Context: an optimization exercise on an open-source flow, tuned for small area, a short achievable clock period and few clock cycles per item. The choices shown serve that exercise and are no tape-out recipe. At most, simulation tests tie the RTL to the original design; equivalence was not proved.

Design permutation_multi_round, start of the top module:
module permutation_multi_round (
  input  logic         clock,
  input  logic         reset_n,
  input  logic         i_sys_enable,
  input  logic         i_start,
  input  logic [3:0]   i_num_rounds,
  input  logic [319:0] i_state,
  output logic         o_busy,
  output logic         o_done,
  output logic         o_error,
  output logic [319:0] o_state
);
  localparam int CUT = 0;
  function automatic logic [63:0] ror64(input logic [63:0] x, input integer n);
    logic [127:0] w_dbl;
    w_dbl = {x, x} >> n;
    ror64 = w_dbl[63:0];
  endfunction
  function automatic logic [319:0] round_tail(input logic [319:0] z);
    logic [63:0] z0, z1, z2, z3, z4;
    z0 = z[319:256];
    z1 = z[255:192];
    z2 = z[191:128];
    z3 = z[127:64];
    z4 = z[63:0];
    z0 = z0 ^ ror64(z0, 19) ^ ror64(z0, 28);
    z1 = z1 ^ ror64(z1, 61) ^ ror64(z1, 39);
    z2 = z2 ^ ror64(z2, 1)  ^ ror64(z2, 6);
    z3 = z3 ^ ror64(z3, 10) ^ ror64(z3, 17);
    z4 = z4 ^ ror64(z4, 7)  ^ ror64(z4, 41);
    round_tail = {z0, z1, z2, z3, z4};
  endfunction
  function automatic logic [319:0] round_head(input logic [319:0] s, input logic [7:0] rc);
    logic [63:0] a0, a1, a2, a3, a4;
    logic [63:0] y0, y1, y2, y3, y4;
    a0 = s[319:256] ^ s[63:0];
    a1 = s[255:192];
    a2 = s[191:128] ^ s[255:192] ^ {56'd0, rc};
    a3 = s[127:64];
    a4 = s[63:0] ^ s[127:64];
    y0 = a0 ^ (~a1 & a2);
    y1 = a1 ^ (~a2 & a3);
    y2 = a2 ^ (~a3 & a4);
    y3 = a3 ^ (~a4 & a0);
    y4 = a4 ^ (~a0 & a1);
    round_head = {y0 ^ y4, y1 ^ y0, ~y2, y3 ^ y2, y4};
  endfunction
  function automatic logic [7:0] rconst(input logic [3:0] i);
    rconst = {4'hF - i, i};
  endfunction
  logic         r_run;
  logic [3:0]   r_idx;
  logic [319:0] r_state;
  logic         r_done;
  logic         r_error;
  ...
make LEC_CHECK=0 CAP_MARGIN=20 CORE_MARGIN=2 CORE_UTILIZATION=40 SETUP_SLACK_MARGIN=1.5 SLEW_MARGIN=20 finish   # period 5.0 ns
run.sh (not shown) runs the stock make flow with config.mk's settings and CLKGATE_MAP_FILE= SYNTH_SCRIPT=/design/flow/synth_recipe.tcl, a recipe that flattens the netlist after the stock synthesis.
Rerun with:
--- a/flow/config.mk
+++ b/flow/config.mk
@@ -10,3 +10,3 @@
 export CORE_UTILIZATION = 40
-export SETUP_SLACK_MARGIN = 1.5
+export SETUP_SLACK_MARGIN = 2.0
 export SLEW_MARGIN = 20
After rerunning: The changed run finished with timing, DRC and antenna clean; setup slack improved by 0.42 ns; non-clock buffer count climbs by 260; clock skew climbs by 0.0054 ns; sequential cell count stays the same; routed wire length climbs by 7.0%; die area is unchanged; synthesized area does not change; via count climbs by 7.2%; worst hold slack improved by 0.11 ns; design area climbs by 16%.
Function was not checked in any run of this note: the RTL went through the layout flow alone.

* * *

build 13:
The RTL this note starts from:
==> flow/design.v <==
module permutation_multi_round (
  input  logic         clock,
  input  logic         reset_n,
  input  logic         i_sys_enable,
  input  logic         i_start,
  input  logic [3:0]   i_num_rounds,
  input  logic [319:0] i_state,
  output logic         o_busy,
  output logic         o_done,
  output logic         o_error,
  output logic [319:0] o_state
);
  function automatic logic [63:0] ror64(input logic [63:0] x, input integer n);
    logic [127:0] w_dbl;
    w_dbl = {x, x} >> n;
    ror64 = w_dbl[63:0];
  endfunction
  function automatic logic [319:0] round_tail(input logic [319:0] z);
    logic [63:0] z0, z1, z2, z3, z4;
    z0 = z[319:256];
    z1 = z[255:192];
    z2 = z[191:128];
    z3 = z[127:64];
    z4 = z[63:0];
    z0 = z0 ^ ror64(z0, 19) ^ ror64(z0, 28);
    z1 = z1 ^ ror64(z1, 61) ^ ror64(z1, 39);
    z2 = z2 ^ ror64(z2, 1)  ^ ror64(z2, 6);
    z3 = z3 ^ ror64(z3, 10) ^ ror64(z3, 17);
    z4 = z4 ^ ror64(z4, 7)  ^ ror64(z4, 41);
    round_tail = {z0, z1, z2, z3, z4};
  endfunction
  function automatic logic [319:0] round_head(input logic [319:0] s, input logic [7:0] rc);
    logic [63:0] a0, a1, a2, a3, a4;
    logic [63:0] y0, y1, y2, y3, y4;
    a0 = s[319:256] ^ s[63:0];
    a1 = s[255:192];
    a2 = s[191:128] ^ s[255:192] ^ {56'd0, rc};
    a3 = s[127:64];
    a4 = s[63:0] ^ s[127:64];
    y0 = a0 ^ (~a1 & a2);
    y1 = a1 ^ (~a2 & a3);
    y2 = a2 ^ (~a3 & a4);
    y3 = a3 ^ (~a4 & a0);
    y4 = a4 ^ (~a0 & a1);
    round_head = {y0 ^ y4, y1 ^ y0, ~y2, y3 ^ y2, y4};
  endfunction
  function automatic logic [7:0] rconst(input logic [3:0] i);
    rconst = {4'hF - i, i};
  endfunction
  logic         r_run;
  logic [3:0]   r_idx;      
  logic [319:0] r_state;
  logic         r_done;
  logic         r_error;
  logic [319:0] w_tail;
  logic [319:0] w_src;
  logic [7:0]   w_rc;
  logic [319:0] w_head;
  logic         w_legal;
  logic         w_load;
  logic         w_last;
  logic [3:0]   w_idx_nxt;
  assign w_legal = (i_num_rounds != 4'd0) &&
                   !(i_num_rounds[3] && i_num_rounds[2] && (i_num_rounds[1] || i_num_rounds[0]));
  assign w_load  = !r_run && i_start && w_legal;
  assign w_tail = round_tail(r_state);
  always_comb begin
    if (r_run) begin
      w_rc      = rconst(r_idx);
      w_last    = (r_idx == 4'd11);
      w_idx_nxt = r_idx + 4'd1;
    end else begin
      w_rc      = {4'd3 + i_num_rounds, 4'd12 - i_num_rounds};
      w_last    = (i_num_rounds == 4'd1);
      w_idx_nxt = 4'd13 - i_num_rounds;
    end
  end
  assign w_src   = r_run ? w_tail : i_state;
  assign w_head  = round_head(w_src, w_rc);
  assign o_state = w_tail;
  always_ff @(posedge clock or negedge reset_n) begin
    if (!reset_n) begin
      r_run   <= 1'b0;
      r_idx   <= 4'd0;
      r_state <= 320'd0;
      r_done  <= 1'b0;
      r_error <= 1'b0;
    end else if (!i_sys_enable) begin
      r_run   <= 1'b0;
      r_idx   <= 4'd0;
      r_state <= 320'd0;
      r_done  <= 1'b0;
      r_error <= 1'b0;
    end else begin
      if (r_run || w_load) begin
        r_state <= w_head;
        r_idx   <= w_idx_nxt;
        r_run   <= !w_last;
        r_done  <= w_last;
      end else begin
        r_done  <= 1'b0;
      end
      r_error <= !r_run && i_start && !w_legal;
    end
  end
  assign o_busy  = r_run;
  assign o_done  = r_done;
  assign o_error = r_error;
endmodule
==> flow/config.mk <==
export PLATFORM = sky130hd
export DESIGN_NAME = permutation_multi_round
export DESIGN_NICKNAME = permutation_multi_round
export VERILOG_FILES = /design/flow/design.v
export SDC_FILE = /design/flow/constraint.sdc
export NUM_CORES = 4
export LEC_CHECK = 0
export CAP_MARGIN = 20
export CORE_MARGIN = 2
export CORE_UTILIZATION = 40
export SETUP_SLACK_MARGIN = 2.1
export SLEW_MARGIN = 20
==> flow/constraint.sdc <==
create_clock -name core_clock -period 5.0 [get_ports {clock}]
set_input_delay 1.0000 -clock core_clock [delete_from_list [all_inputs] [get_ports {clock}]]
set_output_delay 1.0000 -clock core_clock [all_outputs]
set_load 0.01 [all_outputs]
standard.sh (not shown) runs the stock make flow with config.mk's settings and CLKGATE_MAP_FILE= SYNTH_SCRIPT=/design/flow/synth_recipe.tcl, a recipe that flattens the netlist after the stock synthesis.
==> flow/flow/run.sh <==
#!/bin/bash
# Standard layout, with the port buffers made from plain buffers.
bash standard.sh BUFFER_PORTS_ARGS="-buffer_cell sky130_fd_sc_hd__buf_1" finish > standard.log 2>&1
For build 85, these inputs were changed with respect to build 13:
Settings: swapping 2.1 for 2.2 in SETUP_SLACK_MARGIN.
[summary]
Non-clock buffer share of cell area: build 85 > build 13
Number of ordinary and repair buffers in the finished layout in build 85 vs build 13: up about 20%
Reported for build 85 and build 13, max-cap violation count turned out identical to the last digit.
Where routed wire length is concerned, build 13 is better than build 85.
Sequential share of layout area in build 85 vs build 13: down 1.6 points
Against build 13, build 85 reports a ratio of cells with drive above 1 in the final layout that is higher.
Count of fill cells added during filler insertion in build 85 vs build 13: down 501
Cell area delta for build 85 relative to build 13: about 10% higher
For build 8, these inputs were changed with respect to build 85:
Settings: SETUP_SLACK_MARGIN: 2.2 -> 2.0.
Results
| global-route usage | build 8 vs build 85 | 1.4 points lower |
Max final area across build 8 and build 85: build 85
r_state[301]$_DFFE_PN0P_ as the critical path startpoint was reported by build 85, and r_state[241]$_DFFE_PN0P_ by build 8.
From build 85 to build 8 the numbers moved as follows: share of final-layout standard cells stronger than drive strength 1 shrank by 20 points; wire length shrank by 9.4 mm.
The higher sequential cell area share came out of build 8.
No functional check of the RTL was part of any run of this note.

* * *

red:
permutation_multi_round, a different RTL version from the one above (not shown whole).
Size: ~2800 cells after synthesis, roughly 650 I/O pins.
## permutation_multi_round
module permutation_multi_round (
  input  logic         clock,
  input  logic         reset_n,
  input  logic         i_sys_enable,
  input  logic         i_start,
  input  logic [3:0]   i_num_rounds,
  input  logic [319:0] i_state,
  output logic         o_busy,
  output logic         o_done,
  output logic         o_error,
  output logic [319:0] o_state
);
clock: 5.0 ns
lec_check: 0
cap_margin: 20
core_aspect_ratio: 2.0
core_margin: 2
core_utilization: 40
place_density: 0.75
setup_slack_margin: 2.1
slew_margin: 20
Scripts as last shown in full above: flow/flow/run.sh
Testbench counts of red, summed over its fixed seeds: cycles 22,998, items 2,400.
[inputs] blue vs red
- CORE_ASPECT_RATIO removed (was 2.0)
- PLACE_DENSITY removed (was 0.75)
- SETUP_SLACK_MARGIN changed from 2.1 to 2.6
### Flow results
blue: done, clean on timing, DRC and antenna
Diff red -> blue: via count rose about 10%, total routed wirelength picked up an extra about 6.5%, global-route track usage on met1 now sits higher, global placement routability congestion now sits lower.
In blue, the instance count on the critical path came out 2 above the value in red.
Compared with red, blue shows a higher fraction of layout instances using a drive strength above 1.
The maximum clock frequency of blue is lower than that of red.
Input-level comparison between green and blue:
- swapping 2.6 for 2.1 in SETUP_SLACK_MARGIN
## What came out
On clock period minus final worst setup slack, green does better than blue. Reported for blue and green, die area turned out identical to the last digit. Going from blue to green, final area shrank by about 23%, critical path depth now smaller, number of multi-input combinational cells in the layout held steady, arrival time at the worst endpoint lost 0.07 ns. Looking at number of inserted diodes across blue and green, the one that comes out higher is green. Diff blue -> green: xor and xnor area share after synthesis has remained practically unchanged; via count normalized by instance count shrank by about 2.8%; cell total after placement roughly the same.
The inputs of orange differ from those of green as listed below.
- SETUP_SLACK_MARGIN changed from 2.1 to 2.0
==> flow/run.sh (new file) <==
#!/bin/bash
# synth_recipe.tcl (not shown) runs the flow's synth.tcl, then flattens the netlist and writes it again
# the make line also repeats each setting of config.mk as NAME=value (left out here)
make -C /OpenROAD-flow-scripts/flow DESIGN_CONFIG=/design/flow/config.mk WORK_HOME=/design/flow/orfs CLKGATE_MAP_FILE= SYNTH_SCRIPT=/design/flow/synth_recipe.tcl finish
removed: flow/flow/run.sh
removed: flow/standard.sh
==> results.txt <==
Comparing orange against green, there is no change at all in simple logic cell fraction of the synthesized area.
Compared with green, in orange count of clock-buffer cells in the layout went up by 1, ratio of cells with drive above 1 in the final layout picked up an extra 15 points, wire length of the first global-routing pass now sits higher, fraction of area in clock buffers and inverters moved down.
orange vs. green: sequential share of layout area has decreased, fraction of met3 tracks used by global routing rose by 0.75 points.

## static timing again, ports no longer ideal
The flow's constraints put no driver on any port. The routed layouts listed below were extracted and timed again, unchanged, in two steps.
Step 1 sets driving cells, clkbuf_16 on the clock port and buf_2 on the other inputs (assumed; they add their load-dependent delay and slew).
Step 2 adds t to the input delays and takes it off the output delays; t is the mean of the earliest and latest rising clock arrival at the registers after step 1. Input paths then give back, and output paths get back, about the clock's delay inside the block.
Three values: no drivers, after step 1, after step 2; two values: the first two.
| run | t (ns) | setup slack, ns | hold slack, ns | worst setup path at the end | worst data-port slew with drivers (ns) |
|---|---|---|---|---|---|
| the first run of note 1 | 0.659 | 1.467 / 1.467 / 1.070 | 0.376 / 0.356 / 0.502 | input to register | 0.11 |
| the second run of note 1 | 0.666 | 1.884 / 1.883 / 1.368 | 0.488 / 0.467 / 0.506 | input to register | 0.11 |
| build 13 | 0.642 | 2.030 / 1.962 / 1.559 | 0.492 / 0.459 / 0.592 | input to register | 0.11 |
| build 85 | 0.649 | 2.117 / 2.047 / 1.703 | 0.487 / 0.451 / 0.578 | input to register | 0.09 |
| build 8 | 0.647 | 1.875 / 1.803 / 1.553 | 0.489 / 0.451 / 0.585 | input to register | 0.11 |
| red | 0.627 | 2.034 / 1.964 / 1.670 | 0.490 / 0.443 / 0.528 | input to register | 0.14 |
| blue | 0.661 | 1.983 / 1.909 / 2.007 | 0.391 / 0.365 / 0.530 | input to register | 0.11 |
| green | 0.656 | 2.054 / 1.976 / 1.609 | 0.524 / 0.524 / 0.524 | input to register | 0.10 |
| orange | 0.639 | 1.878 / 1.807 / 1.413 | 0.427 / 0.405 / 0.538 | input to register | 0.09 |
After both steps setup and hold are still met in every run listed. The setup slack of the second run of note 1, which loses most, moves by -0.001 ns with the drivers and by -0.516 ns with both steps.
